What follows belongs to an exercise in optimizing a design on an open flow for small area, a short achievable clock period and few clock cycles per item; a production flow would make more cautious choices. No run shown here included a check of the RTL's function; only the layout flow was run. No activity file was given, so power comes from the tool's default toggle rates.

===== design/flow/design.v =====
package slet_pkg;
  localparam int FIELD_W = 32;
  localparam int SMALL_W = 7;
  typedef enum logic [1:0] {
    FN_INSERT   = 2'd0,
    FN_LOCATE   = 2'd1,
    FN_READ     = 2'd2,
    FN_SET_LINK = 2'd3
  } func_t;
  typedef enum logic [2:0] {
    ST_OK        = 3'd0,
    ST_FULL      = 3'd1,
    ST_NOT_FOUND = 3'd2,
    ST_BAD_POS   = 3'd3,
    ST_BAD_LINK  = 3'd4
  } status_t;
  typedef struct packed {
    logic signed [FIELD_W-1:0] key;
    logic signed [FIELD_W-1:0] page;
    logic signed [FIELD_W-1:0] slot;
  } entry_t;
  typedef struct packed {
    logic gt;    
    logic ge;    
  } cell_flags_t;
endpackage
module slet_cell
(
  input  logic                                clk,
  input  logic                                valid,      
  input  logic                                wr_en,      
  input  slet_pkg::entry_t                    new_entry,
  input  logic signed [slet_pkg::FIELD_W-1:0] probe_key,
  input  logic                                cmp_le,     
  output logic                                below,      
  input  logic                                rank_wr,    
  input  logic [3:0]                          new_rank,
  input  logic                                rank_inc,   
  output logic [15:0]                         rank_dec,   
  input  logic [3:0]                          rd_rank,
  input  logic                                rd_en,
  output slet_pkg::entry_t                    rd_entry    
);
  slet_pkg::entry_t entry_r;
  logic [3:0]       rank_r;
  assign below = valid && ((entry_r.key < probe_key) || (cmp_le && (entry_r.key == probe_key)));
  always_ff @(posedge clk) begin
    if (wr_en) entry_r <= new_entry;
  end
  always_ff @(posedge clk) begin
    if (rank_wr)       rank_r <= new_rank;
    else if (rank_inc) rank_r <= rank_r + 4'd1;
  end
  always_comb begin
    rank_dec = '0;
    rank_dec[rank_r] = 1'b1;
  end
  assign rd_entry = (rd_en && valid && (rank_r == rd_rank)) ? entry_r : '0;
endmodule
module sorted_leaf_entry_table
#(
  parameter int CAPACITY = 16
) (
  input  logic                      clk,
  input  logic                      rst_n,
  input  logic                      in_valid,
  output logic                      in_ready,
  input  logic [1:0]                in_func,
  input  logic signed [slet_pkg::FIELD_W-1:0] in_key,
  input  logic signed [slet_pkg::FIELD_W-1:0] in_rec_page,
  input  logic signed [slet_pkg::FIELD_W-1:0] in_rec_slot,
  input  logic [slet_pkg::SMALL_W-1:0]        in_position,
  input  logic signed [slet_pkg::FIELD_W-1:0] in_link_in,
  output logic                      out_valid,
  input  logic                      out_ready,
  output logic [2:0]                out_status,
  output logic [slet_pkg::SMALL_W-1:0]        out_found_position,
  output logic signed [slet_pkg::FIELD_W-1:0] out_key_out,
  output logic signed [slet_pkg::FIELD_W-1:0] out_page_out,
  output logic signed [slet_pkg::FIELD_W-1:0] out_slot_out,
  output logic [slet_pkg::SMALL_W-1:0]        out_entry_count,
  output logic signed [slet_pkg::FIELD_W-1:0] out_link_out
);
  localparam int CW = $clog2(CAPACITY + 1);
  localparam int EW = 3 * slet_pkg::FIELD_W;
  logic adv;       
  logic accept;
  logic [CAPACITY:0]                   alloc_r;    
  logic [CW-1:0]                       count_r;    
  logic [CAPACITY-1:0]                 vmask_r;    
  logic signed [slet_pkg::FIELD_W-1:0] link_r;     
  logic                                r1_v;
  logic [1:0]                          r1_func;
  logic signed [slet_pkg::FIELD_W-1:0] r1_key, r1_link;
  logic [slet_pkg::SMALL_W-1:0]        r1_pos;
  logic                                r2_v;
  logic [1:0]                          r2_func;
  logic                                r2_ins;       
  logic                                r2_bad;       
  logic [CAPACITY-1:0]                 r2_below;
  logic [3:0]                          r2_rd_rank;
  logic                                r2_rd_en;
  logic                                out_v;
  slet_pkg::status_t                   status_r;
  logic [CW-1:0]                       found_r;
  logic [EW-1:0]                       rd_r;
  logic [CW-1:0]                       ocount_r;
  logic signed [slet_pkg::FIELD_W-1:0] olink_r;
  assign adv      = !out_v || out_ready;
  assign in_ready = adv;
  assign accept   = in_valid && adv;
  logic                         full, ins1, rd_ok1, link_bad1;
  logic [slet_pkg::SMALL_W-1:0] pos_m1;
  logic [CAPACITY-1:0]          below;
  slet_pkg::entry_t             new_entry;
  assign full      = vmask_r[CAPACITY-1];
  assign ins1      = (r1_func == slet_pkg::FN_INSERT) && !full;
  assign pos_m1    = r1_pos - slet_pkg::SMALL_W'(1);
  assign rd_ok1    = (r1_pos != '0) && (r1_pos <= slet_pkg::SMALL_W'(count_r));
  assign link_bad1 = r1_link[slet_pkg::FIELD_W-1] && !(&r1_link[slet_pkg::FIELD_W-2:0]);
  assign new_entry.key  = in_key;
  assign new_entry.page = in_rec_page;
  assign new_entry.slot = in_rec_slot;
  logic [CAPACITY-1:0]               top;         
  logic [CAPACITY-1:0][CAPACITY-1:0] rank_dec;    
  logic [CAPACITY-1:0][EW-1:0]       rd_part;
  logic [EW-1:0]                     rd_any;
  logic [CAPACITY-1:0]               pos_below;   
  logic [CAPACITY-1:0]               edge_p;      
  logic [CW-1:0]                     nbelow, found_nxt;
  logic                              ins2, none_above;
  assign ins2 = adv && r2_v && r2_ins;
  assign top  = vmask_r ^ {1'b0, vmask_r[CAPACITY-1:1]};
  for (genvar i = 0; i < CAPACITY; i++) begin : g_cell
    slet_cell u_cell (
      .clk       (clk),
      .valid     (vmask_r[i]),
      .wr_en     (alloc_r[i]),
      .new_entry (new_entry),
      .probe_key (r1_key),
      .cmp_le    (r1_func == slet_pkg::FN_INSERT),
      .below     (below[i]),
      .rank_wr   (ins2 && top[i]),
      .new_rank  (nbelow[3:0]),
      .rank_inc  (ins2 && vmask_r[i] && !top[i] && !r2_below[i]),
      .rank_dec  (rank_dec[i]),
      .rd_rank   (r2_rd_rank),
      .rd_en     (r2_rd_en),
      .rd_entry  (rd_part[i])
    );
  end
  always_comb begin
    pos_below = '0;
    for (int p = 0; p < CAPACITY; p++)
      for (int i = 0; i < CAPACITY; i++)
        pos_below[p] = pos_below[p] | (r2_below[i] && rank_dec[i][p]);
  end
  assign edge_p = pos_below & ~{1'b0, pos_below[CAPACITY-1:1]};
  always_comb begin
    nbelow = '0;
    for (int p = 0; p < CAPACITY; p++)
      if (edge_p[p]) nbelow = nbelow | CW'(p + 1);
  end
  always_comb begin
    found_nxt = pos_below[0] ? '0 : CW'(1);
    for (int p = 0; p < CAPACITY - 1; p++)
      if (edge_p[p]) found_nxt = found_nxt | CW'(p + 2);
  end
  assign none_above = &(r2_below | ~vmask_r);
  always_comb begin
    rd_any = '0;
    for (int i = 0; i < CAPACITY; i++) rd_any = rd_any | rd_part[i];
  end
  always_ff @(posedge clk) begin
    if (!rst_n) begin
      r1_v    <= 1'b0;
      r2_v    <= 1'b0;
      out_v   <= 1'b0;
      alloc_r <= (CAPACITY+1)'(1);
      count_r <= '0;
      vmask_r <= '0;
      link_r  <= -32'sd1;
    end else if (adv) begin
      r1_v  <= in_valid;
      r2_v  <= r1_v;
      out_v <= r2_v;
      if (in_valid && in_func == slet_pkg::FN_INSERT && !alloc_r[CAPACITY])
        alloc_r <= {alloc_r[CAPACITY-1:0], 1'b0};
      if (r1_v && ins1) begin
        count_r <= count_r + CW'(1);
        vmask_r <= {vmask_r[CAPACITY-2:0], 1'b1};
      end
      if (r1_v && r1_func == slet_pkg::FN_SET_LINK && !link_bad1) link_r <= r1_link;
    end
  end
  always_ff @(posedge clk) begin
    if (adv) begin
      r1_func <= in_func;
      r1_key  <= in_key;
      r1_pos  <= in_position;
      r1_link <= in_link_in;
      r2_func    <= r1_func;
      r2_ins     <= ins1;
      r2_below   <= below;
      r2_rd_rank <= pos_m1[3:0];
      r2_rd_en   <= (r1_func == slet_pkg::FN_READ) && rd_ok1;
      case (r1_func)
        slet_pkg::FN_INSERT: r2_bad <= full;
        slet_pkg::FN_READ:   r2_bad <= !rd_ok1;
        default:             r2_bad <= link_bad1;
      endcase
      ocount_r <= count_r;
      olink_r  <= link_r;
      found_r  <= (r2_func == slet_pkg::FN_LOCATE && !none_above) ? found_nxt : '0;
      rd_r     <= rd_any;
      case (r2_func)
        slet_pkg::FN_INSERT: status_r <= r2_bad ? slet_pkg::ST_FULL : slet_pkg::ST_OK;
        slet_pkg::FN_LOCATE: status_r <= none_above ? slet_pkg::ST_NOT_FOUND : slet_pkg::ST_OK;
        slet_pkg::FN_READ:   status_r <= r2_bad ? slet_pkg::ST_BAD_POS : slet_pkg::ST_OK;
        default:             status_r <= r2_bad ? slet_pkg::ST_BAD_LINK : slet_pkg::ST_OK;
      endcase
    end
  end
  assign out_valid          = out_v;
  assign out_status         = status_r;
  assign out_found_position = slet_pkg::SMALL_W'(found_r);
  assign {out_key_out, out_page_out, out_slot_out} = rd_r;
  assign out_entry_count    = slet_pkg::SMALL_W'(ocount_r);
  assign out_link_out       = olink_r;
endmodule

===== design/flow/run.sh =====
#!/bin/bash
# synth_recipe.tcl (not shown) runs the flow's synth.tcl, then flattens the netlist and writes it again
# the make line also repeats each setting of config.mk as NAME=value (left out here)
make -C /OpenROAD-flow-scripts/flow DESIGN_CONFIG=/design/flow/config.mk WORK_HOME=/design/flow/orfs CLKGATE_MAP_FILE= SYNTH_SCRIPT=/design/flow/synth_recipe.tcl finish

===== design/flow/config.mk =====
export PLATFORM = sky130hd
export DESIGN_NAME = sorted_leaf_entry_table
export DESIGN_NICKNAME = sorted_leaf_entry_table
export VERILOG_FILES = /design/flow/design.v
export SDC_FILE = /design/flow/constraint.sdc
export NUM_CORES = 4
export LEC_CHECK = 0
export CAP_MARGIN = 20
export CORE_MARGIN = 2
export CORE_UTILIZATION = 45
export PLACE_DENSITY = 0.55
export SETUP_SLACK_MARGIN = 3.0
export SLEW_MARGIN = 20

===== design/flow/constraint.sdc =====
create_clock -name core_clock -period 6.0 [get_ports {clk}]
set_input_delay 1.2000 -clock core_clock [delete_from_list [all_inputs] [get_ports {clk}]]
set_output_delay 1.2000 -clock core_clock [all_outputs]
set_load 0.01 [all_outputs]

==> summary.txt, run 1 <==
status no timing/DRC/antenna violations; num rows 160; Seq/Total Area, Yosys 65.5%; area leader, netlist edfxtp_1; Final Skew 0.0951 ns; WHS Endpoint olink_r[15]; first-pass GRT wire length 482000 um; antenna-violating nets left 0; CP max-delay cell or4_1; Max VDD drop 0.000303 V; synthesized area per cell 14.4 um^2; die area 196000 um^2; min-delay src link_r[15]; WS Path Type reg -> reg; hold_buf cts 0; R2R Path Start g_cell[4].u_cell.rank_r[0]; IO Port Bufs 283; # IOs 288; max incr delay on CP 0.47 ns; mapped cell area 86600 um^2; final wirelength 357000 um; reg2reg end g_cell[9].u_cell.rank_r[0]; Least-Margin Pin Slew 1.19 ns; CTS H-tree depth 4; Highest Signal Layer met5; main flop type after synthesis edfxtp_1; crit-path cells inv_1 > ha_4 > buf_4 > nand3_2 > o22ai_1 > nor4_2 > nand4_1 > or4_1 > a22oi_2 > nor4b_4 > buf_12 > mux2i_1; Post-synth EDFFs 1839; CP endpoint kind register; leakage power 37.6 nW; Final Hold Viols 0; cts bufs inserted 197; share of layout cells above drive strength 1 20.2%; Synth cell types 95; core area 191000 um^2; Worst-path clk slew 0.06 ns; achievable clock frequency 268 MHz; post-route minimum period 3.73 ns; Worst setup SP type register; CP top delay family simple AND/OR/NAND/NOR gates; Post-DP HPWL 206000 um; DR WL met3 32700 um; RSZ-0062 raised after global routing yes; Post-DP Area 93200 um^2; top cells by area, synth edfxtp_1, ha_1, a22oi_1; grt ovf 0; total global-route track usage 34.9%; Initial DRC Count 7866; Yosys reg bits 1912; # clock sinks 1912; Worst-Skew Late Latency 0.89 ns; Post-synth ARST share 0%; DIE HEIGHT 443 um; worst min path class reg -> reg; max_cap viols 0; Final setup violation count 0; hold path depth 0; drt via density 6.68; vias in the first global route 60653; R2R cell count 12; commonest non-fill, non-tap cell in the layout edfxtp_1; WL met2 161000 um; Worst R2R Setup Slack 2.27 ns; Max Transition Viols Final 0; Placer Congestion 1.06; yosys synthesis warning count 2; fin nets 7470; antenna violations before repair 27; period utilisation layout 62.2%; die boundary width 443 um; post-route cell area 107000 um^2; critical-path maximum fanout 16; CP required 6.55 ns; DRC 0; Rel. slew slack 20.3%; Buffers & Inverters on Critical Path 3; Mapped Cells 5993; Pwr Density 269 nW/um^2; CTS Buffer Depth 3; Setup TNS Final 0 ns; final core occ 56.1%; crit path DAT 4.28 ns; most frequent cells in the layout edfxtp_1, ha_1, buf_4, a22oi_1, nand2_1; Synth top area share 63.8%; root buffer cell clkbuf_16; Routed WL per cell 37.9 um; largest net degree at the start of global routing 99; vias 62903; DR pass1 iterations 6; CTS tree yes; Layout Area Growth over Synthesis 23.5%; Initial Util 45.4%; M1 WL 141000 um
==> worst max-delay path by stage <==
stage	start	to	slack [ns]	cells after the start
finish	g_cell[4].u_cell.rank_r[0]	g_cell[9].u_cell.rank_r[0]	2.27	12
global placement	g_cell[8].u_cell.rank_r[0]	g_cell[12].u_cell.rank_r[3]	1.40	11
detailed placement	g_cell[15].u_cell.rank_r[0]	g_cell[6].u_cell.rank_r[1]	1.48	10
floorplan	g_cell[13].u_cell.rank_r[0]	g_cell[0].u_cell.rank_r[3]	2.69	12
CTS	g_cell[2].u_cell.rank_r[1]	g_cell[6].u_cell.rank_r[3]	2.39	13
global route	g_cell[4].u_cell.rank_r[0]	g_cell[3].u_cell.rank_r[3]	2.22	13
==> timing repair <==
| item | CTS | global route |
|---|---|---|
| setup buffers | 310 | 83 |
| pin swaps | 67 | 94 |
| endpoints found under the setup margin | 330 | 245 |
| gates cloned | 14 | 15 |
| gates resized for setup | 602 | 237 |
==> flip-flops by register name, summed over array words and instances (netlist names), 17 cells and up <==
register,flops
alloc_r,17
g_cell.u_cell.entry_r,1536
g_cell.u_cell.rank_r,64
link_r,32
olink_r,32
r1_key,32
r1_link,32
rd_r,96
==> synth_stat cells (118+ instances only) <==
cell,count
edfxtp_1,1839
ha_1,599
nand2_1,320
a22oi_1,316
nand4_1,264
clkbuf_1,240
a21o_1,203
a221oi_1,165
a21oi_1,163
nor2_1,153
nand3_1,151
inv_1,131
a22o_1,127
o22ai_1,118
==> stage by stage <==
stage / hold slack (ns) / total power, mW / instances / setup slack (ns)
after floorplan: 0.408 / 15.7 / 5996 / 2.69
after global placement: 0.412 / 16.3 / 8618 / 1.40
after detailed placement: 0.415 / 16.4 / 8620 / 1.48
after CTS: 0.410 / 28.8 / 9311 / 2.39
after global routing: 0.417 / 29.5 / 9417 / 2.22
final: 0.416 / 28.7 / 9420 / 2.27
==> metal layers <==
| layer | GRT usage (%) | vias to the layer above |
|---|---|---|
| li1 | - | 26100 |
| met1 | 47.2 | 32217 |
| met3 | 6.41 | 930 |
| met4 | 18.0 | 22 |
| met5 | 0 | - |
| met2 | 54.0 | 3634 |
==> report_power, final <==
group / total (mW) / internal (mW) / switching (mW) / leakage [nW]
logic: 1.56 / 0.589 / 0.969 / 16.8
registers: 14.8 / 14.8 / 0.0878 / 17.7
clock network: 12.3 / 6.93 / 5.41 / 3.13
==> logic make-up after synthesis <==
| kind of cell | share of synthesized area, % |
|---|---|
| AND/OR/NAND/NOR | 8.51 |
| adder cells (fa/ha/maj) | 8.66 |
| flip-flops | 65.5 |
| multiplexers | 0.792 |
| AO/OA/AOI/OAI | 13.5 |
| other | 0.00433 |
| XOR/XNOR | 1.01 |
| buffers and inverters | 2.00 |
==> layout make-up <==
class,instances,area [um^2]
timing repair inverter,5,109
inverter,132,648
timing repair buffer,836,8480
tap,2511,3140
fill,15580,83700
multi-input combinational,3646,31300
sequential,1912,56700
antenna,11,27.5
clock buffer,246,5160
clock inverter,121,1330
==> run 2, diff against run 1 <==
--- a/design/flow/config.mk
+++ b/design/flow/config.mk
@@ -11,3 +11,2 @@
 export PLACE_DENSITY = 0.55
-export SETUP_SLACK_MARGIN = 3.0
 export SLEW_MARGIN = 20
==> summary.txt, run 2 <==
achievable clock frequency 191 MHz (-29%); period utilisation layout 87.3% (+25 points); yosys synthesis warning count 2 (unchanged); Yosys reg bits 1912 (unchanged); Routed WL per cell 37.2 um (-1.8%); most common library cells after synthesis edfxtp_1, ha_1, nand2_1; Mapped Cells 5993 (unchanged); core area 191000 um^2 (unchanged); Final Skew 0.0985 ns (+0.00343 ns); Seq/Total Area, Yosys 65.5% (unchanged); DRC 0 (unchanged); num rows 160 (unchanged); Clock power frac 42.3% (-0.6 points); area leader, netlist edfxtp_1; CTS Buffer Depth 3 (unchanged); Worst-path clk slew 0.06 ns (about the same); post-route minimum period 5.24 ns (+1.51 ns); max_cap viols 0 (unchanged); Least-Margin Pin Slew 1.31 ns (+0.120 ns); Regs by FF count g_cell.u_cell.entry_r (1536), rd_r (96), g_cell.u_cell.rank_r (64); fin worst setup slack 0.760 ns (-1.51 ns); Pwr Density 282 nW/um^2 (+4.8%); Post-synth ARST share 0% (unchanged); Initial DRC Count 7835 (-0.39%); mapped cell area 86600 um^2 (unchanged); critical-path maximum fanout 16 (unchanged); Worst setup SP type register; Initial Util 45.4% (unchanged); most frequent cells in the layout edfxtp_1, ha_1, nand2_1, a22oi_1, clkdlybuf4s50_1; Max VDD drop 0.000290 V (-4.1%); vias in the first global route 57988 (-4.4%); WS Path Type reg -> reg; status no timing/DRC/antenna violations; CTS H-tree depth 4 (unchanged); Flop pwr share 53.1% (+1.5 points); worst min path class reg -> reg; top-count cell post-synth edfxtp_1; vias 59682 (-5.1%); crit path DAT 5.78 ns (+1.50 ns); drt via density 6.62 (-0.85%); antenna violations before repair 24 (-11%); Post-synth EDFFs 1839 (unchanged); Post-DP HPWL 214000 um (+3.8%); cts bufs inserted 196 (-0.51%); RSZ-0062 raised after global routing no; DR pass1 iterations 7 (+1); CTS resizes 0 (-100%); first-pass GRT wire length 464000 um (-3.8%); Rel. slew slack 10.1% (-10 points); CTS tree yes; DIE HEIGHT 443 um (unchanged); register with the most flip-flops g_cell.u_cell.entry_r; die boundary width 443 um (unchanged); root buffer cell clkbuf_16; final wirelength 336000 um (-6.1%); Combinational Power Share 4.6% (-0.8 points); total global-route track usage 33.6% (-1.4 points); Post-CTS Setup Inserts 0 (-100%); Synth cell types 95 (unchanged); die area 196000 um^2 (unchanged); Final Hold Viols 0 (unchanged); top cells by area, synth edfxtp_1, ha_1, a22oi_1; sw frac 22.5% (about the same); Layout Area Growth over Synthesis 14.8%; Final setup violation count 0 (unchanged); Setup TNS Final 0 ns (unchanged); grt ovf 0 (unchanged); antenna-violating nets left 0 (unchanged); CP required 6.54 ns (about the same); # clock sinks 1912 (unchanged); Placer Congestion 1.06 (+0.30%); Max Transition Viols Final 0 (unchanged); commonest non-fill, non-tap cell in the layout edfxtp_1; share of layout cells above drive strength 1 8.45% (-12 points); Synth top area share 63.8% (unchanged); hold_buf cts 0 (unchanged); largest net degree at the start of global routing 97 (-2.0%); synthesized area per cell 14.4 um^2 (unchanged); number of flip-flops under the largest register name 1536 (unchanged); Worst-Skew Late Latency 0.88 ns (about the same); Switch Pwr 6.30 mW (-2.6%); CP endpoint kind register; IO Port Bufs 283 (unchanged); Int Pwr 21.7 mW (-2.7%); # IOs 288 (unchanged); leakage power 34.3 nW (-8.7%); main flop type after synthesis edfxtp_1; fin nets 7072 (-5.3%); pre-CTS setup slack 1.14 ns (-0.340 ns)
## run 2: worst max-delay path, cell delays in order (launching register included)
cell and delay, ns:
edfxtp_1 0.59, inv_1 0.15, ha_1 0.47, nand2_1 0.32
a2bb2o_1 0.32, nor4_1 0.59, nand4_1 0.34, or4_1 0.59
a22oi_1 0.43, nand4b_4 0.59, mux2_2 0.53
## run 2: logic make-up (layout without fill, tap and decap cells)
| family | Yosys count | in the layout | synth area share (%) |
|---|---|---|---|
| buf+inv | 438 | 939 | 2.00 |
| flops | 1912 | 1912 | 65.5 |
| fa+ha+maj | 599 | 599 | 8.66 |
| xor+xnor | 100 | 100 | 1.01 |
| other cells | 1 | 10 | 0.00433 |
| compound gates | 1559 | 1559 | 13.5 |
| simple gates | 1318 | 1318 | 8.51 |
| mux | 66 | 66 | 0.792 |
## run 2: power groups by stage
stage	sequential, mW	combinational [mW]	clock, mW
after floorplan	15.1	0.564	0
after global placement	15.1	1.24	0
after detailed placement	15.1	1.26	0
after CTS	14.9	1.27	12.0
after global routing	14.9	1.38	12.5
final	14.9	1.28	11.9
## run 2: metrics by stage
step,utilization [%],hold WS [ns],power (mW),area (um^2),cells
final,52.1,0.427,28.0,99300,9014
after global placement,48.8,0.411,16.4,93100,8642
after CTS,52.1,0.427,28.1,99300,9008
after detailed placement,48.9,0.413,16.4,93100,8645
after floorplan,-,0.408,15.7,86600,5996
after global routing,52.1,0.439,28.8,99300,9013
## run 2: path summary, 6_finish.rpt
check                                                 from                         end  slack, ns  cells past startpoint
worst max-delay path            g_cell[6].u_cell.rank_r[0]  g_cell[9].u_cell.rank_r[1]       0.76                     10
worst min-delay path                            link_r[18]                 olink_r[18]       0.43                      0
worst max register to register  g_cell[6].u_cell.rank_r[0]  g_cell[9].u_cell.rank_r[1]       0.76                     10
worst min register to register                  link_r[18]                 olink_r[18]       0.43                      0
## run 2: cell type report
class | count | area [um^2]
flip-flops and latches | 1912 | 56700
well taps | 2511 | 3140
inverters | 132 | 508
diodes | 6 | 15.0
clock buffers | 240 | 5190
multi-input cells | 3646 | 28300
repair buffers | 444 | 4420
fillers | 16017 | 91300
clock inverters | 123 | 1010
## run 2: routing by layer
layer	track usage, %	vias up	wire (um)
met5	0	-	58
met4	16.3	10	18700
met3	5.31	707	26900
met2	52.8	3133	153000
met1	45.6	30586	137000
li1	-	25246	-
==> run 3, diff against run 2 <==
--- a/design/flow/design.v
+++ b/design/flow/design.v
@@ -36,6 +36,8 @@
   input  logic                                rank_wr,    
-  input  logic [3:0]                          new_rank,
+  input  logic [3:0]                          new_lo,
+  input  logic [3:0]                          new_hi,
   input  logic                                rank_inc,   
   output logic [15:0]                         rank_dec,   
-  input  logic [3:0]                          rd_rank,
+  input  logic [3:0]                          rd_lo,      
+  input  logic [3:0]                          rd_hi,
   input  logic                                rd_en,
@@ -44,3 +46,3 @@
   slet_pkg::entry_t entry_r;
-  logic [3:0]       rank_r;
+  logic [3:0]       lo_r, hi_r;
   assign below = valid && ((entry_r.key < probe_key) || (cmp_le && (entry_r.key == probe_key)));
@@ -50,10 +52,14 @@
   always_ff @(posedge clk) begin
-    if (rank_wr)       rank_r <= new_rank;
-    else if (rank_inc) rank_r <= rank_r + 4'd1;
-  end
-  always_comb begin
-    rank_dec = '0;
-    rank_dec[rank_r] = 1'b1;
-  end
-  assign rd_entry = (rd_en && valid && (rank_r == rd_rank)) ? entry_r : '0;
+    if (rank_wr) begin
+      lo_r <= new_lo;
+      hi_r <= new_hi;
+    end else if (rank_inc) begin
+      lo_r <= {lo_r[2:0], lo_r[3]};
+      if (lo_r[3]) hi_r <= {hi_r[2:0], hi_r[3]};
+    end
+  end
+  for (genvar p = 0; p < 16; p++) begin : g_dec
+    assign rank_dec[p] = hi_r[p / 4] && lo_r[p % 4];
+  end
+  assign rd_entry = (rd_en && valid && (|(lo_r & rd_lo)) && (|(hi_r & rd_hi))) ? entry_r : '0;
 endmodule
@@ -91,2 +97,6 @@
   logic signed [slet_pkg::FIELD_W-1:0] link_r;     
+  logic                                sk_v;
+  logic [1:0]                          sk_func;
+  logic signed [slet_pkg::FIELD_W-1:0] sk_key, sk_link;
+  logic [slet_pkg::SMALL_W-1:0]        sk_pos;
   logic                                r1_v;
@@ -100,3 +110,3 @@
   logic [CAPACITY-1:0]                 r2_below;
-  logic [3:0]                          r2_rd_rank;
+  logic [3:0]                          r2_rd_lo, r2_rd_hi;
   logic                                r2_rd_en;
@@ -109,4 +119,4 @@
   assign adv      = !out_v || out_ready;
-  assign in_ready = adv;
-  assign accept   = in_valid && adv;
+  assign in_ready = !sk_v;
+  assign accept   = in_valid && !sk_v;
   logic                         full, ins1, rd_ok1, link_bad1;
@@ -129,3 +139,4 @@
   logic [CAPACITY-1:0]               edge_p;      
-  logic [CW-1:0]                     nbelow, found_nxt;
+  logic [CW-1:0]                     found_nxt;
+  logic [3:0]                        nb_lo, nb_hi;    
   logic                              ins2, none_above;
@@ -143,6 +154,8 @@
       .rank_wr   (ins2 && top[i]),
-      .new_rank  (nbelow[3:0]),
+      .new_lo    (nb_lo),
+      .new_hi    (nb_hi),
       .rank_inc  (ins2 && vmask_r[i] && !top[i] && !r2_below[i]),
       .rank_dec  (rank_dec[i]),
-      .rd_rank   (r2_rd_rank),
+      .rd_lo     (r2_rd_lo),
+      .rd_hi     (r2_rd_hi),
       .rd_en     (r2_rd_en),
@@ -159,5 +172,8 @@
   always_comb begin
-    nbelow = '0;
-    for (int p = 0; p < CAPACITY; p++)
-      if (edge_p[p]) nbelow = nbelow | CW'(p + 1);
+    nb_lo = {3'b000, !pos_below[0]};
+    nb_hi = {3'b000, !pos_below[3]};
+    for (int p = 0; p < CAPACITY - 1; p++) begin
+      if (edge_p[p]) nb_lo[(p + 1) % 4] = 1'b1;
+      if (edge_p[p] && p >= 3) nb_hi[(p + 1) / 4] = 1'b1;
+    end
   end
@@ -175,2 +191,3 @@
     if (!rst_n) begin
+      sk_v    <= 1'b0;
       r1_v    <= 1'b0;
@@ -182,8 +199,12 @@
       link_r  <= -32'sd1;
-    end else if (adv) begin
-      r1_v  <= in_valid;
+    end else begin
+      if (accept && in_func == slet_pkg::FN_INSERT && !alloc_r[CAPACITY])
+        alloc_r <= {alloc_r[CAPACITY-1:0], 1'b0};
+      if (adv)         sk_v <= 1'b0;
+      else if (accept) sk_v <= 1'b1;
+    end
+    if (rst_n && adv) begin
+      r1_v  <= sk_v || in_valid;
       r2_v  <= r1_v;
       out_v <= r2_v;
-      if (in_valid && in_func == slet_pkg::FN_INSERT && !alloc_r[CAPACITY])
-        alloc_r <= {alloc_r[CAPACITY-1:0], 1'b0};
       if (r1_v && ins1) begin
@@ -196,7 +217,13 @@
   always_ff @(posedge clk) begin
+    if (!sk_v) begin
+      sk_func <= in_func;
+      sk_key  <= in_key;
+      sk_pos  <= in_position;
+      sk_link <= in_link_in;
+    end
     if (adv) begin
-      r1_func <= in_func;
-      r1_key  <= in_key;
-      r1_pos  <= in_position;
-      r1_link <= in_link_in;
+      r1_func <= sk_v ? sk_func : in_func;
+      r1_key  <= sk_v ? sk_key  : in_key;
+      r1_pos  <= sk_v ? sk_pos  : in_position;
+      r1_link <= sk_v ? sk_link : in_link_in;
       r2_func    <= r1_func;
@@ -204,3 +231,4 @@
       r2_below   <= below;
-      r2_rd_rank <= pos_m1[3:0];
+      r2_rd_lo   <= 4'b0001 << pos_m1[1:0];
+      r2_rd_hi   <= 4'b0001 << pos_m1[3:2];
       r2_rd_en   <= (r1_func == slet_pkg::FN_READ) && rd_ok1;
--- a/design/flow/config.mk
+++ b/design/flow/config.mk
@@ -11,2 +11,3 @@
 export PLACE_DENSITY = 0.55
+export SETUP_SLACK_MARGIN = 3.0
 export SLEW_MARGIN = 20
==> summary.txt, run 3 <==
status no timing/DRC/antenna violations; Synth Area in Simple Gates 6.64% (-1.9 points); Rel. slew slack 28.2% (+18 points); Yosys reg bits 2054 (+7.4%); Setup TNS Final 0 ns (unchanged); worst min path class reg -> reg; CP startpoint r1_key[31]; period utilisation layout 56.3% (-31 points); leakage power 36.3 nW (+5.9%); Placer Congestion 0.988 (-6.8%); num rows 161 (+0.63%); die area 197000 um^2 (+0.72%); area leader, netlist edfxtp_1; root buffer cell clkbuf_16; largest family of logic cells by synthesized area compound AO/OA/AOI/OAI gates; pre-CTS setup slack 1.40 ns (+0.265 ns); most frequent cells in the layout edfxtp_1, ha_1, a22o_1, a221oi_1, nand3_1; R2R Path Start r1_key[31]; DR pass1 iterations 8 (+1); core area 193000 um^2 (+1.0%); Worst setup SP type register; Worst R2R Setup Slack 2.62 ns (+1.86 ns); Initial Util 45.3% (-0.14 points); mapped cell area 87200 um^2 (+0.73%); Post-synth ARST share 0% (unchanged); Seq/Total Area, Yosys 69.1% (+3.6 points); top cells by area, synth edfxtp_1, ha_1, a22o_1; register with the most flip-flops g_cell.u_cell.entry_r; Max VDD drop 0.000253 V (-13%); first-pass GRT wire length 443000 um (-4.5%); Pwr Density 299 nW/um^2 (+6.0%); hold_buf cts 0 (unchanged); vias 59359 (-0.54%); Layout Area Growth over Synthesis 21.0%; DIE HEIGHT 444 um (+0.36%); # clock sinks 2054 (+7.4%); Final Hold Viols 0 (unchanged); Max Transition Viols Final 0 (unchanged); Worst setup endpoint r2_below[12]; DRC 0 (unchanged); post-route minimum period 3.38 ns (-1.86 ns); CP required 6.63 ns (+0.09 ns); Post-DP Area 93500 um^2 (+0.47%); R2R cell count 9 (-1); CP endpoint kind register; Initial DRC Count 7641 (-2.5%); Post-synth EDFFs 1910 (+3.9%); largest net degree at the start of global routing 100 (+3.1%); post-route cell area 105000 um^2 (+6.2%); achievable clock frequency 296 MHz (+55%); CTS Buffer Depth 3 (unchanged); Regs by FF count g_cell.u_cell.entry_r (1536), rd_r (96); Post-DP HPWL 186000 um (-13%); max_cap viols 0 (unchanged); crit path DAT 4.01 ns (-1.77 ns); area of the multi-input gates 27400 um^2 (-3.1%); adder-cell share of the synthesized area 7.45% (-1.2 points); CTS H-tree depth 4 (unchanged); commonest non-fill, non-tap cell in the layout edfxtp_1; compound-gate portion of the synthesized area 12.2% (-1.3 points); multiplexer area fraction after synthesis 2.47% (+1.7 points); die boundary width 444 um (+0.36%); share of layout cells above drive strength 1 18.4% (+9.9 points); xor-xnor portion of the synthesized cell area 0.311% (-0.70 points); Worst-Skew Late Latency 0.92 ns (+0.04 ns); fin nets 6975 (-1.4%); number of flip-flops under the largest register name 1536 (unchanged); RSZ-0062 raised after global routing yes; CTS tree yes; Final Skew 0.0693 ns (-0.0292 ns); most common library cells after synthesis edfxtp_1, ha_1, a22o_1; reg2reg end r2_below[12]; main flop type after synthesis edfxtp_1; Final setup violation count 0 (unchanged); Synth cell types 63 (-34%); IO Port Bufs 283 (unchanged); # fillers 15601 (-2.6%); non-filler cells, final 9034 (+0.22%); antenna-violating nets left 0 (unchanged); Inst Count DP 8319 (-3.8%); FF/Latch Area 60300 um^2 (+6.3%); vias in the first global route 56812 (-2.0%); # IOs 288 (unchanged); yosys synthesis warning count 2 (unchanged); synthesized area per cell 15.3 um^2 (+6.2%); Worst-path clk slew 0.06 ns (about the same); grt ovf 0 (unchanged); total global-route track usage 31.9% (-1.7 points); final wirelength 328000 um (-2.2%); cts bufs inserted 212 (+8.2%); drt via density 6.57 (-0.76%); Routed WL per cell 36.3 um (-2.4%); WS Path Type reg -> reg; top-count cell post-synth edfxtp_1; critical-path maximum fanout 6 (-10); antenna violations before repair 28 (+17%); Mapped Cells 5683 (-5.2%); Least-Margin Pin Slew 1.08 ns (-0.237 ns); Synth top area share 65.8% (+2.0 points); fin worst setup slack 2.62 ns (+1.86 ns)
## run 3: cells by family (layout without fill, tap and decap cells)
group                      count (synthesis)  in the layout
AOI/OAI and AO/OA                       1387           1387
adders and majority gates                519            519
DFF                                     2054           2054
and+or+nand+nor                         1103           1103
muxes                                    190            190
other                                      1             13
xor gates and xnor gates                  31             31
buffers and inverters                    398           1211
## run 3: worst min path at each step
stage | startpoint | endpoint | slack (ns) | depth (start not counted)
final | link_r[16] | olink_r[16] | 0.41 | 0
after floorplan | count_r[4] | ocount_r[4] | 0.41 | 0
after CTS | link_r[16] | olink_r[16] | 0.40 | 0
after global routing | link_r[16] | olink_r[16] | 0.41 | 0
after global placement | count_r[4] | ocount_r[4] | 0.42 | 0
after detailed placement | link_r[28] | olink_r[28] | 0.42 | 0
## run 3: layer usage
metal,vias up,global-route usage [%],routed length (um)
li1,24830,-,-
met1,30472,43.1,129000
met2,3285,51.2,153000
met3,746,5.49,29700
met4,26,13.3,16000
met5,-,0,198
## run 3: critical path: stages (launching register included)
cell	delay, ns
edfxtp_1	0.37
clkinvlp_4	0.23
buf_8	0.22
ha_4	0.26
nand4_1	0.30
or4_4	0.64
o211ai_1	0.56
a21oi_1	0.11
xnor2_1	0.17
a32o_2	0.26
## run 3: report_power, final
part / internal, mW / leakage [nW] / switching [mW]
clock: 7.54 / 3.41 / 5.78
combinational: 0.815 / 14.3 / 1.44
sequential: 15.8 / 18.6 / 0.109
## run 3: repair_timing
item                       4_1_cts  5_1_grt
resized for setup              344      201
buffers inserted               191       97
pin swaps                       47       92
gates cloned                     7       12
setup endpoints to repair      437      123
## run 3: area by class of cell
class	instances	share of cell area [%]
Clock inverter	106	1.19
Multi-Input combinational cell	3234	26.0
Inverter	109	0.495
Clock buffer	292	5.50
Antenna cell	9	0.0214
Tap cell	2526	3.00
Timing Repair Buffer	704	6.64
Sequential cell	2054	57.2
## run 3: stage by stage
| step | utilization, % | power, mW | hold slack, ns |
|---|---|---|---|
| after floorplan | - | 17.1 | 0.408 |
| after global placement | 48.6 | 18.0 | 0.417 |
| after detailed placement | 48.6 | 18.1 | 0.416 |
| after CTS | 53.7 | 31.5 | 0.399 |
| after global routing | 54.8 | 32.3 | 0.413 |
| final | 54.8 | 31.5 | 0.408 |
==> run 4, diff against run 3 <==
--- a/design/flow/config.mk
+++ b/design/flow/config.mk
@@ -10,2 +10,5 @@
 export CORE_UTILIZATION = 45
+export CTS_BUF_LIST = sky130_fd_sc_hd__clkbuf_8 sky130_fd_sc_hd__clkbuf_16
+export CTS_CLUSTER_DIAMETER = 60
+export CTS_CLUSTER_SIZE = 30
 export PLACE_DENSITY = 0.55
==> summary.txt, run 4 <==
leakage power 35.0 nW (-3.5%); largest net degree at the start of global routing 100 (unchanged); RSZ-0062 raised after global routing yes; drt via density 6.59 (+0.36%); synthesized area per cell 15.3 um^2 (unchanged); R2R Path Start r1_key[31]; Final Hold Viols 0 (unchanged); Int Pwr 21.9 mW (-9.4%); R2R cell count 9 (unchanged); first-pass GRT wire length 439000 um (-0.90%); register with the most flip-flops g_cell.u_cell.entry_r; DIE HEIGHT 444 um (unchanged); Switch Pwr 7.23 mW (-1.4%); compound-gate portion of the synthesized area 12.2% (unchanged); xor-xnor portion of the synthesized cell area 0.311% (unchanged); CTS H-tree depth 4 (unchanged); post-route minimum period 3.31 ns (-0.0685 ns); crit path DAT 3.89 ns (-0.12 ns); status no timing/DRC/antenna violations; Hold WS 0.416 ns (+0.00819 ns); Placer Congestion 0.988 (unchanged); IO Port Bufs 283 (unchanged); # IOs 288 (unchanged); Worst-path clk slew 0.09 ns (+0.03 ns); Least-Margin Pin Slew 1.17 ns (+0.0951 ns); adder-cell share of the synthesized area 7.45% (unchanged); root buffer cell clkbuf_16; share of layout cells above drive strength 1 17.3% (-1.1 points); CTS Buffer Depth 3 (unchanged); DR pass1 iterations 6 (-2); CP endpoint kind register; top-count cell post-synth edfxtp_1; Worst setup SP type register; Yosys reg bits 2054 (unchanged); # clock sinks 2054 (unchanged); num rows 161 (unchanged); hold path depth 0 (unchanged); Routed WL per cell 36.0 um (-1.0%); overall power 29.1 mW (-7.5%); area leader, netlist edfxtp_1; core area 193000 um^2 (unchanged); Final Skew 0.0571 ns (-0.0122 ns); CTS tree yes; grt ovf 0 (unchanged); DRC 0 (unchanged); Initial Util 45.3% (unchanged); commonest non-fill, non-tap cell in the layout edfxtp_1; Worst R2R Setup Slack 2.69 ns (+0.07 ns); Layout Area Growth over Synthesis 18.2%; mapped cell area 87200 um^2 (unchanged); Pwr Density 283 nW/um^2 (-5.4%); Initial DRC Count 7225 (-5.4%); Mapped Cells 5683 (unchanged); Synth top area share 65.8% (unchanged); most frequent cells in the layout edfxtp_1, ha_1, a22o_1, a221oi_1, nand3_1; Final setup violation count 0 (unchanged); yosys synthesis warning count 2 (unchanged); WS Path Type reg -> reg; sw frac 24.8% (+1.6 points); Clock power frac 37.5% (-4.8 points); Seq/Total Area, Yosys 69.1% (unchanged); cts bufs inserted 148 (-30%); Synth Area in Simple Gates 6.64% (unchanged); Post-synth EDFFs 1910 (unchanged); vias 58590 (-1.3%); Post-DP HPWL 186000 um (unchanged); reg2reg end r2_below[9]; die boundary width 444 um (unchanged); largest family of logic cells by synthesized area compound AO/OA/AOI/OAI gates; antenna-violating nets left 0 (unchanged); Max Transition Viols Final 0 (unchanged); top cells by area, synth edfxtp_1, ha_1, a22o_1; Regs by FF count g_cell.u_cell.entry_r (1536), rd_r (96); final wirelength 320000 um (-2.6%); Post-synth ARST share 0% (unchanged); CP required 6.58 ns (-0.05 ns); CP max-delay cell or4_4; achievable clock frequency 302 MHz (+2.1%); worst min path class reg -> reg; max incr delay on CP 0.65 ns (about the same); vias in the first global route 56300 (-0.90%); Max VDD drop 0.000233 V (-7.7%); crit-path cells clkinvlp_4 > ha_4 > nand4_1 > or4_4 > nor3_4 > o41ai_4 > nor4b_4 > xnor2_2 > a22o_4; Combinational Power Share 7.9% (+0.7 points); Worst setup endpoint r2_below[9]; main flop type after synthesis edfxtp_1; # fillers 15773 (+1.1%); Rel. slew slack 21.1% (-7.1 points); CP startpoint r1_key[31]; die area 197000 um^2 (unchanged); total global-route track usage 31.6% (-0.32 points); max_cap viols 0 (unchanged); hold_buf cts 0 (unchanged); Flop pwr share 54.6% (+4.0 points); Synth cell types 63 (unchanged); Worst-Skew Late Latency 0.87 ns (-0.05 ns); multiplexer area fraction after synthesis 2.47% (unchanged); critical-path maximum fanout 4 (-2); period utilisation layout 55.2% (-1.1 points); antenna violations before repair 23 (-18%); fin nets 6889 (-1.2%); most common library cells after synthesis edfxtp_1, ha_1, a22o_1; number of flip-flops under the largest register name 1536 (unchanged)
## run 4: cell counts after synthesis
Identical to the previous run, type by type.
## run 4: logic make-up (layout without fill, tap and decap cells)
| logic type | after synthesis | after routing |
|---|---|---|
| buffers and inverters | 398 | 1064 |
| DFF | 2054 | 2054 |
| AOI/OAI and AO/OA | 1387 | 1387 |
| and+or+nand+nor | 1103 | 1104 |
| xor gates and xnor gates | 31 | 31 |
| adders and majority gates | 519 | 519 |
| muxes | 190 | 190 |
| other | 1 | 10 |
## run 4: layer usage
layer / GRT usage, % / up-vias / share of wire [%]
met2: 50.5 / 2954 / 47
met5: 0 / - / 0.049
met3: 5.32 / 648 / 8.2
met4: 13.4 / 24 / 4.7
li1: - / 24628 / -
met1: 42.7 / 30336 / 40
## run 4: repair_timing
| item | CTS | global route |
|---|---|---|
| setup endpoints to repair | 476 | 140 |
| buffers inserted | 217 | 59 |
| gates resized for setup | 290 | 129 |
| pin swaps | 57 | 57 |
| gates cloned | 5 | 4 |
## run 4: worst max-delay path: cells and delay by family, from the launching register on
kind                       cells  cell delay [ns]
xor gates and xnor gates       1             0.22
AOI/OAI and AO/OA              2             0.50
buffers and inverters          1             0.20
and+or+nand+nor                4             1.40
adders and majority gates      1             0.35
DFF                            1             0.38
## run 4: through the flow
stage	instances	util, %	cell area, um^2	setup TNS, ns	worst slack [ns]
detailed placement	8319	48.6	93500	0	1.40
finish	8885	53.5	103000	0	2.69
global placement	8319	48.6	93500	0	1.37
global route	8885	53.5	103000	0	2.67
floorplan	5686	-	87500	-29.93	-0.253
CTS	8815	52.9	102000	0	2.73
## run 4: layout make-up
| cell class | count | area [um^2] | area share (%) |
|---|---|---|---|
| Inverter | 109 | 522 | 0.506 |
| Clock inverter | 121 | 1420 | 1.38 |
| Tap cell | 2526 | 3160 | 3.07 |
| Sequential cell | 2054 | 60300 | 58.5 |
| Multi-Input combinational cell | 3235 | 27100 | 26.3 |
| Timing Repair Buffer | 681 | 6670 | 6.47 |
| Clock buffer | 153 | 3820 | 3.70 |
| Antenna cell | 6 | 15.0 | 0.0146 |
## run 4: power groups by stage
stage / Sequential, mW / Combinational (mW) / Clock [mW]
CTS: 15.9 / 2.13 / 11.1
global route: 15.9 / 2.40 / 11.6
detailed placement: 16.3 / 1.82 / 0
floorplan: 16.2 / 0.868 / 0
finish: 15.9 / 2.29 / 10.9
global placement: 16.2 / 1.79 / 0
## run 4: how the worst min path moves through the flow
| stage | start | end |
|---|---|---|
| final | link_r[25] | olink_r[25] |
| after global routing | link_r[25] | olink_r[25] |
| after CTS | link_r[25] | olink_r[25] |
| after detailed placement | link_r[28] | olink_r[28] |
| after global placement | count_r[4] | ocount_r[4] |
| after floorplan | count_r[4] | ocount_r[4] |
==> run 5, diff against run 4 <==
--- a/design/flow/design.v
+++ b/design/flow/design.v
@@ -93,3 +93,2 @@
   logic accept;
-  logic [CAPACITY:0]                   alloc_r;    
   logic [CW-1:0]                       count_r;    
@@ -97,10 +96,2 @@
   logic signed [slet_pkg::FIELD_W-1:0] link_r;     
-  logic                                sk_v;
-  logic [1:0]                          sk_func;
-  logic signed [slet_pkg::FIELD_W-1:0] sk_key, sk_link;
-  logic [slet_pkg::SMALL_W-1:0]        sk_pos;
-  logic                                r1_v;
-  logic [1:0]                          r1_func;
-  logic signed [slet_pkg::FIELD_W-1:0] r1_key, r1_link;
-  logic [slet_pkg::SMALL_W-1:0]        r1_pos;
   logic                                r2_v;
@@ -119,6 +110,7 @@
   assign adv      = !out_v || out_ready;
-  assign in_ready = !sk_v;
-  assign accept   = in_valid && !sk_v;
-  logic                         full, ins1, rd_ok1, link_bad1;
+  assign in_ready = adv;
+  assign accept   = in_valid && adv;
+  logic                         full, is_ins0, ins0, rd_ok0, link_bad0;
   logic [slet_pkg::SMALL_W-1:0] pos_m1;
+  logic [CAPACITY-1:0]          wsel;      
   logic [CAPACITY-1:0]          below;
@@ -126,6 +118,8 @@
   assign full      = vmask_r[CAPACITY-1];
-  assign ins1      = (r1_func == slet_pkg::FN_INSERT) && !full;
-  assign pos_m1    = r1_pos - slet_pkg::SMALL_W'(1);
-  assign rd_ok1    = (r1_pos != '0) && (r1_pos <= slet_pkg::SMALL_W'(count_r));
-  assign link_bad1 = r1_link[slet_pkg::FIELD_W-1] && !(&r1_link[slet_pkg::FIELD_W-2:0]);
+  assign is_ins0   = (in_func == slet_pkg::FN_INSERT);
+  assign ins0      = is_ins0 && !full;
+  assign pos_m1    = in_position - slet_pkg::SMALL_W'(1);
+  assign rd_ok0    = (in_position != '0) && (in_position <= slet_pkg::SMALL_W'(count_r));
+  assign link_bad0 = in_link_in[slet_pkg::FIELD_W-1] && !(&in_link_in[slet_pkg::FIELD_W-2:0]);
+  assign wsel      = vmask_r ^ {vmask_r[CAPACITY-2:0], 1'b1};
   assign new_entry.key  = in_key;
@@ -148,6 +142,6 @@
       .valid     (vmask_r[i]),
-      .wr_en     (alloc_r[i]),
+      .wr_en     (wsel[i]),
       .new_entry (new_entry),
-      .probe_key (r1_key),
-      .cmp_le    (r1_func == slet_pkg::FN_INSERT),
+      .probe_key (in_key),
+      .cmp_le    (is_ins0),
       .below     (below[i]),
@@ -191,7 +185,4 @@
     if (!rst_n) begin
-      sk_v    <= 1'b0;
-      r1_v    <= 1'b0;
       r2_v    <= 1'b0;
       out_v   <= 1'b0;
-      alloc_r <= (CAPACITY+1)'(1);
       count_r <= '0;
@@ -199,13 +190,6 @@
       link_r  <= -32'sd1;
-    end else begin
-      if (accept && in_func == slet_pkg::FN_INSERT && !alloc_r[CAPACITY])
-        alloc_r <= {alloc_r[CAPACITY-1:0], 1'b0};
-      if (adv)         sk_v <= 1'b0;
-      else if (accept) sk_v <= 1'b1;
-    end
-    if (rst_n && adv) begin
-      r1_v  <= sk_v || in_valid;
-      r2_v  <= r1_v;
+    end else if (adv) begin
+      r2_v  <= in_valid;
       out_v <= r2_v;
-      if (r1_v && ins1) begin
+      if (in_valid && ins0) begin
         count_r <= count_r + CW'(1);
@@ -213,19 +197,9 @@
       end
-      if (r1_v && r1_func == slet_pkg::FN_SET_LINK && !link_bad1) link_r <= r1_link;
-    end
-  end
-  always_ff @(posedge clk) begin
-    if (!sk_v) begin
-      sk_func <= in_func;
-      sk_key  <= in_key;
-      sk_pos  <= in_position;
-      sk_link <= in_link_in;
-    end
+      if (in_valid && in_func == slet_pkg::FN_SET_LINK && !link_bad0) link_r <= in_link_in;
+    end
+  end
+  always_ff @(posedge clk) begin
     if (adv) begin
-      r1_func <= sk_v ? sk_func : in_func;
-      r1_key  <= sk_v ? sk_key  : in_key;
-      r1_pos  <= sk_v ? sk_pos  : in_position;
-      r1_link <= sk_v ? sk_link : in_link_in;
-      r2_func    <= r1_func;
-      r2_ins     <= ins1;
+      r2_func    <= in_func;
+      r2_ins     <= ins0;
       r2_below   <= below;
@@ -233,7 +207,7 @@
       r2_rd_hi   <= 4'b0001 << pos_m1[3:2];
-      r2_rd_en   <= (r1_func == slet_pkg::FN_READ) && rd_ok1;
-      case (r1_func)
+      r2_rd_en   <= (in_func == slet_pkg::FN_READ) && rd_ok0;
+      case (in_func)
         slet_pkg::FN_INSERT: r2_bad <= full;
-        slet_pkg::FN_READ:   r2_bad <= !rd_ok1;
-        default:             r2_bad <= link_bad1;
+        slet_pkg::FN_READ:   r2_bad <= !rd_ok0;
+        default:             r2_bad <= link_bad0;
       endcase
--- a/design/flow/config.mk
+++ b/design/flow/config.mk
@@ -10,5 +10,2 @@
 export CORE_UTILIZATION = 45
-export CTS_BUF_LIST = sky130_fd_sc_hd__clkbuf_8 sky130_fd_sc_hd__clkbuf_16
-export CTS_CLUSTER_DIAMETER = 60
-export CTS_CLUSTER_SIZE = 30
 export PLACE_DENSITY = 0.55
==> summary.txt, run 5 <==
status no timing/DRC/antenna violations; register with the most flip-flops g_cell.u_cell.entry_r; critical-path maximum fanout 21 (+17); Pwr Density 290 nW/um^2 (+2.7%); DR pass1 iterations 6 (unchanged); Synth cell types 70 (+11%); first-pass GRT wire length 430000 um (-2.2%); fin worst setup slack 2.77 ns (+0.0811 ns); vias 56733 (-3.2%); overall power 28.7 mW (-1.3%); pre-CTS setup slack 0.767 ns (-0.633 ns); area of the multi-input gates 26300 um^2 (-2.9%); final wirelength 318000 um (-0.46%); Int Pwr 22.3 mW (+1.7%); multiplexer area fraction after synthesis 1.78% (-0.68 points); compound-gate portion of the synthesized area 13.2% (+0.93 points); sw frac 22.5% (-2.3 points); drt via density 6.71 (+1.8%); Clock power frac 42.6% (+5.1 points); RSZ-0062 raised after global routing yes; adder-cell share of the synthesized area 7.92% (+0.47 points); root buffer cell clkbuf_16; DIE HEIGHT 431 um (-3.0%); largest family of logic cells by synthesized area compound AO/OA/AOI/OAI gates; die area 186000 um^2 (-5.9%); Flop pwr share 51.0% (-3.6 points); Post-synth ARST share 0% (unchanged); DRC 0 (unchanged); # fillers 14668 (-7.0%); Final setup violation count 0 (unchanged); core area 181000 um^2 (-6.0%); antenna violations before repair 18 (-22%); largest net degree at the start of global routing 97 (-3.0%); Max Transition Viols Final 0 (unchanged); top-count cell post-synth edfxtp_1; crit path DAT 3.88 ns (about the same); max incr delay on CP 0.70 ns (+0.05 ns); die boundary width 431 um (-3.0%); Placer Congestion 1.00 (+1.6%); Rel. slew slack 23.3% (+2.2 points); post-route minimum period 3.23 ns (-0.0811 ns); Synth Area in Simple Gates 6.54% (-0.10 points); num rows 156 (-3.1%); Worst-path clk slew 0.06 ns (-0.03 ns); Mapped Cells 5311 (-6.5%); main flop type after synthesis edfxtp_1; achievable clock frequency 310 MHz (+2.5%); Combinational Power Share 6.4% (-1.5 points); hold_buf cts 0 (unchanged); Final Hold Viols 0 (unchanged); Layout Area Growth over Synthesis 20.8%; most common library cells after synthesis edfxtp_1, ha_1, a221oi_1; most frequent cells in the layout edfxtp_1, ha_1, a22o_1, a221oi_1, buf_4; Yosys reg bits 1889 (-8.0%); period utilisation layout 53.8% (-1.4 points); CP max-delay cell dfxtp_2; # IOs 288 (unchanged); total global-route track usage 33.1% (+1.5 points); crit-path cells nand2_1 > nor3_4 > buf_4 > a22o_1 > a221oi_1 > nand4_1; xor-xnor portion of the synthesized cell area 0.278% (-0.034 points); commonest non-fill, non-tap cell in the layout edfxtp_1; IO Port Bufs 283 (unchanged); Initial Util 45.3% (+0.048 points); Synth top area share 67.2% (+1.4 points); Regs by FF count g_cell.u_cell.entry_r (1536), rd_r (96); cts bufs inserted 196 (+32%); Max VDD drop 0.000270 V (+16%); mapped cell area 82000 um^2 (-5.9%); Seq/Total Area, Yosys 68.5% (-0.59 points); Switch Pwr 6.47 mW (-11%); CP required 6.65 ns (+0.07 ns); antenna-violating nets left 0 (unchanged); Post-synth EDFFs 1834 (-4.0%); grt ovf 0 (unchanged); share of layout cells above drive strength 1 17.7% (+0.42 points); Worst setup SP type register; Post-DP HPWL 176000 um (-5.6%); Initial DRC Count 7618 (+5.4%); FF/Latch Area 56200 um^2 (-6.8%); # clock sinks 1889 (-8.0%); Least-Margin Pin Slew 1.15 ns (-0.0267 ns); worst min path class reg -> reg; Final Skew 0.0436 ns (-0.0135 ns); leakage power 34.0 nW (-2.9%); CTS Buffer Depth 3 (unchanged); number of flip-flops under the largest register name 1536 (unchanged); vias in the first global route 54267 (-3.6%); Setup TNS Final 0 ns (unchanged); Worst-Skew Late Latency 0.87 ns (about the same); CTS tree yes; top cells by area, synth edfxtp_1, ha_1, a221oi_1; yosys synthesis warning count 2 (unchanged); CTS H-tree depth 4 (unchanged); CP endpoint kind register; fin nets 6575 (-4.6%); area leader, netlist edfxtp_1; synthesized area per cell 15.4 um^2 (+0.64%); max_cap viols 0 (unchanged); Routed WL per cell 37.6 um (+4.7%); WS Path Type reg -> reg
-- run 5: per-stage QoR --
step	instance area (um^2)	cells	util (%)	hold WS [ns]
finish	99000	8450	54.7	0.428
global placement	88500	7827	48.9	0.410
global route	99000	8449	54.7	0.433
floorplan	82500	5314	-	0.408
CTS	98100	8410	54.2	0.429
detailed placement	88500	7828	48.9	0.414
-- run 5: path summary, 6_finish.rpt --
path                                  start           to  slack [ns]  cells after the start
worst max register to register  vmask_r[10]     rd_r[94]        2.77                      6
worst min-delay path             link_r[23]  olink_r[23]        0.43                      0
worst max-delay path            vmask_r[10]     rd_r[94]        2.77                      6
worst min register to register   link_r[23]  olink_r[23]        0.43                      0
-- run 5: area by class of cell --
class / instances / area share (%)
sequential: 1889 / 56.7
multi-input combinational: 3073 / 26.6
timing repair buffer: 667 / 6.73
clock buffer: 257 / 5.38
tap: 2370 / 2.99
clock inverter: 104 / 1.11
inverter: 87 / 0.454
timing repair inverter: 1 / 0.00758
antenna: 2 / 0.00505
-- run 5: kinds of logic after synthesis --
group,after synthesis
buf+inv,355
fa+ha+maj,519
other cells,1
compound gates,1382
xor+xnor,26
mux,131
flops,1889
simple gates,1008
-- run 5: what timing repair did --
item,in CTS,in global routing
gates resized for setup,434,151
setup endpoints to repair,446,136
pin swaps,84,91
buffers inserted,208,31
cloned,13,7
-- run 5: worst max-delay path: cells and delay by family (launching register included) --
kind | cells | cell delay (ns)
AOI/OAI and AO/OA | 2 | 0.30
and+or+nand+nor | 3 | 1.34
buffers and inverters | 1 | 0.57
DFF | 1 | 0.70
-- run 5: power groups by stage --
stage	clock, mW	combinational, mW	sequential [mW]
after CTS	12.4	1.74	14.7
after global placement	0	1.44	15.0
final	12.3	1.84	14.7
after detailed placement	0	1.45	15.0
after global routing	12.9	1.94	14.7
after floorplan	0	0.682	14.9
-- run 5: metal layers --
layer  vias up  wire length [um]  global-route usage (%)
met3       720             29900                    6.33
met5         -               153                       0
li1      23431                 -                       -
met4        22             16400                    15.6
met2      3349            145000                    51.4
met1     29211            126000                    44.9
==> run 6, diff against run 5 <==
--- a/design/flow/config.mk
+++ b/design/flow/config.mk
@@ -10,2 +10,5 @@
 export CORE_UTILIZATION = 45
+export CTS_BUF_LIST = sky130_fd_sc_hd__clkbuf_8 sky130_fd_sc_hd__clkbuf_16
+export CTS_CLUSTER_DIAMETER = 60
+export CTS_CLUSTER_SIZE = 30
 export PLACE_DENSITY = 0.55
==> summary.txt, run 6 <==
status no timing/DRC/antenna violations; num rows 156 (unchanged); Inst Count DP 7828 (unchanged); # fillers 14701 (+0.22%); Worst-Skew Late Latency 0.87 ns (about the same); antenna violations before repair 16 (-2); CTS tree yes; Post-synth ARST share 0% (unchanged); Mapped Cells 5311 (unchanged); cts bufs inserted 144 (-27%); Yosys reg bits 1889 (unchanged); die area 186000 um^2 (unchanged); Initial DRC Count 7663 (+0.59%); non-filler cells, final 8375 (-0.89%); CTS H-tree depth 4 (unchanged); Final Skew 0.0447 ns (+0.00109 ns); Synth cell types 70 (unchanged); DRC 0 (unchanged); max incr delay on CP 0.49 ns (-0.21 ns); Setup TNS Final 0 ns (unchanged); period utilisation layout 53.5% (-0.36 points); Post-DP HPWL 176000 um (unchanged); Seq/Total Area, Yosys 68.5% (unchanged); Layout Area Growth over Synthesis 19.7%; synthesized area per cell 15.4 um^2 (unchanged); # IOs 288 (unchanged); CTS Buffer Depth 3 (unchanged); critical-path maximum fanout 6 (-71%); CP required 6.59 ns (-0.06 ns); leakage power 33.5 nW (-1.4%); antenna-violating nets left 0 (unchanged); drt via density 6.75 (+0.57%); vias in the first global route 53651 (-1.1%); crit path DAT 3.80 ns (-0.08 ns); commonest non-fill, non-tap cell in the layout edfxtp_1; # clock sinks 1889 (unchanged); largest net degree at the start of global routing 97 (unchanged); root buffer cell clkbuf_16; overall power 27.1 mW (-5.9%); main flop type after synthesis edfxtp_1; yosys synthesis warning count 2 (unchanged); Max Transition Viols Final 0 (unchanged); DIE HEIGHT 431 um (unchanged); core area 181000 um^2 (unchanged); crit-path cells buf_2 > buf_6 > clkinvlp_4 > buf_12 > ha_4 > nand4_1 > or3_4 > nor2_4 > o31a_1 > nor4_4 > xor2_1 > a21boi_1; mapped cell area 82000 um^2 (unchanged); max_cap viols 0 (unchanged); Flop pwr share 54.1% (+3.1 points); worst min path class reg -> reg; number of flip-flops under the largest register name 1536 (unchanged); grt ovf 0 (unchanged); Combinational Power Share 6.9% (+0.5 points); Max VDD drop 0.000237 V (-12%); WS Path Type in -> reg; first-pass GRT wire length 428000 um (-0.30%); IO Port Bufs 283 (unchanged); achievable clock frequency 312 MHz (+0.68%); Clock power frac 39.1% (-3.5 points); Synth top area share 67.2% (unchanged); CP top delay family simple AND/OR/NAND/NOR gates; Least-Margin Pin Slew 1.18 ns (+0.0300 ns); post-route minimum period 3.21 ns (-0.0218 ns); Worst-path clk slew 0.08 ns (+0.02 ns); hold_buf cts 0 (unchanged); CP max-delay cell or3_4; Buffers & Inverters on Critical Path 4 (+3); vias 56549 (-0.32%); Placer Congestion 1.00 (unchanged); Routed WL per cell 38.4 um (+1.9%); final core occ 54.2% (-0.51 points); Post-synth EDFFs 1834 (unchanged); Final Hold Viols 0 (unchanged); Initial Util 45.3% (unchanged); most frequent cells in the layout edfxtp_1, ha_1, a22o_1, a221oi_1, buf_4; Regs by FF count g_cell.u_cell.entry_r (1536), rd_r (96); DR pass1 iterations 9 (+3); die boundary width 431 um (unchanged); register with the most flip-flops g_cell.u_cell.entry_r; area leader, netlist edfxtp_1; most common library cells after synthesis edfxtp_1, ha_1, a221oi_1; total global-route track usage 33.0% (-0.033 points); top cells by area, synth edfxtp_1, ha_1, a221oi_1; fin nets 6536 (-0.59%); Pwr Density 276 nW/um^2 (-5.0%); Final setup violation count 0 (unchanged); sw frac 24.5% (+2.0 points); Worst setup SP type input port; share of layout cells above drive strength 1 18.1% (+0.46 points); Rel. slew slack 21.3% (-2.0 points); Switch Pwr 6.63 mW (+2.6%); top-count cell post-synth edfxtp_1; Int Pwr 20.4 mW (-8.3%); CP endpoint kind register; RSZ-0062 raised after global routing yes; final wirelength 321000 um (+0.98%)
run 6: worst register-to-register path, stage by stage, from the launching register on:
cell and delay [ns]:
edfxtp_1 0.42, buf_12 0.18, buf_12 0.15, a22o_1 0.18, a221oi_2 0.26, nor3_4 0.17
clkbuf_16 0.27, a221oi_1 0.72, nand4_1 0.45
run 6: cell type report:
class                           count  area [um^2]  share of cell area, %
Clock inverter                    120         1500                   1.53
Tap cell                         2370         2970                   3.02
Inverter                           87          449                  0.458
Multi-Input combinational cell   3073        26500                   27.0
Sequential cell                  1889        56200                   57.2
Timing Repair Buffer              680         6860                   6.99
Timing Repair inverter              1         7.51                0.00765
Clock buffer                      147         3680                   3.75
Antenna cell                        8         20.0                 0.0204
run 6: cell families after synthesis:
family	share of synthesized area [%]
compound gates	13.2
xor+xnor	0.278
fa+ha+maj	7.92
buf+inv	1.79
flops	68.5
mux	1.78
other cells	0.00457
simple gates	6.54
run 6: layer usage:
metal | GRT usage, % | vias to the layer above | wire length, um
met5 | 0 | - | 108
met4 | 14.5 | 16 | 15400
met3 | 6.33 | 720 | 31400
met2 | 51.9 | 3413 | 147000
met1 | 44.8 | 29049 | 127000
li1 | - | 23351 | -
run 6: what timing repair did:
action / in CTS / in global routing
buffers inserted: 200 / 46
pin swaps: 84 / 91
endpoints found under the setup margin: 437 / 134
endpoints found under the hold margin: 0 / 0
cloned: 14 / 12
gates resized for setup: 435 / 181
run 6: power groups by stage:
stage | combinational, mW | clock (mW) | sequential (mW)
3_3_place_gp | 1.44 | 0 | 15.0
3_5_place_dp | 1.45 | 0 | 15.0
2_1_floorplan | 0.682 | 0 | 14.9
4_1_cts | 1.74 | 10.7 | 14.6
6_report | 1.86 | 10.6 | 14.6
5_1_grt | 1.95 | 11.1 | 14.6
run 6: final timing paths:
check	startpoint	endpoint	slack, ns	cells after the start
setup / recovery	in_key[23]	r2_below[14]	2.79	12
hold / removal	link_r[22]	olink_r[22]	0.43	0
hold reg to reg	link_r[22]	olink_r[22]	0.43	0
setup reg to reg	r2_rd_lo[2]	rd_r[95]	2.81	8
run 6: stage by stage:
| stage | worst slack, ns | area (um^2) | hold WS (ns) |
|---|---|---|---|
| finish | 2.79 | 98100 | 0.430 |
| global route | 2.87 | 98100 | 0.445 |
| CTS | 2.82 | 96800 | 0.430 |
| detailed placement | 0.767 | 88500 | 0.414 |
| global placement | 0.455 | 88500 | 0.410 |
| floorplan | 0.676 | 82500 | 0.408 |

[re-timing with driven ports]
The results above use ideal ports. As a check the final layouts listed here were re-extracted and re-timed, cells and wires unchanged. Step 1, drivers: a clkbuf_16 drives clk and a buf_2 each remaining input, both assumed. Step 2 also shifts input and output timing later by t, the mid clock arrival at the registers, as if the neighbouring blocks saw the same clock. Slacks: no drivers / after step 1 / after step 2; pairs: no drivers / after step 1.
| run | t, ns | slack for setup (ns) | latest minus earliest clock arrival (ns) |
|---|---|---|---|
| run 1 | 0.931 | 2.267 / 2.267 / 1.805 | 0.106 / 0.105 |
| run 2 | 0.926 | 0.760 / 0.760 / 0.760 | 0.101 / 0.100 |
| run 3 | 0.970 | 2.621 / 2.621 / 2.138 | 0.072 / 0.072 |
| run 4 | 0.937 | 2.690 / 2.690 / 2.194 | 0.060 / 0.060 |
| run 5 | 0.952 | 2.771 / 2.771 / 1.942 | 0.050 / 0.050 |
| run 6 | 0.922 | 2.792 / 2.783 / 1.860 | 0.057 / 0.057 |
After both steps setup and hold are still met in every run listed. The setup slack of run 6, which loses most, moves by -0.009 ns with the drivers and by -0.932 ns with both steps.
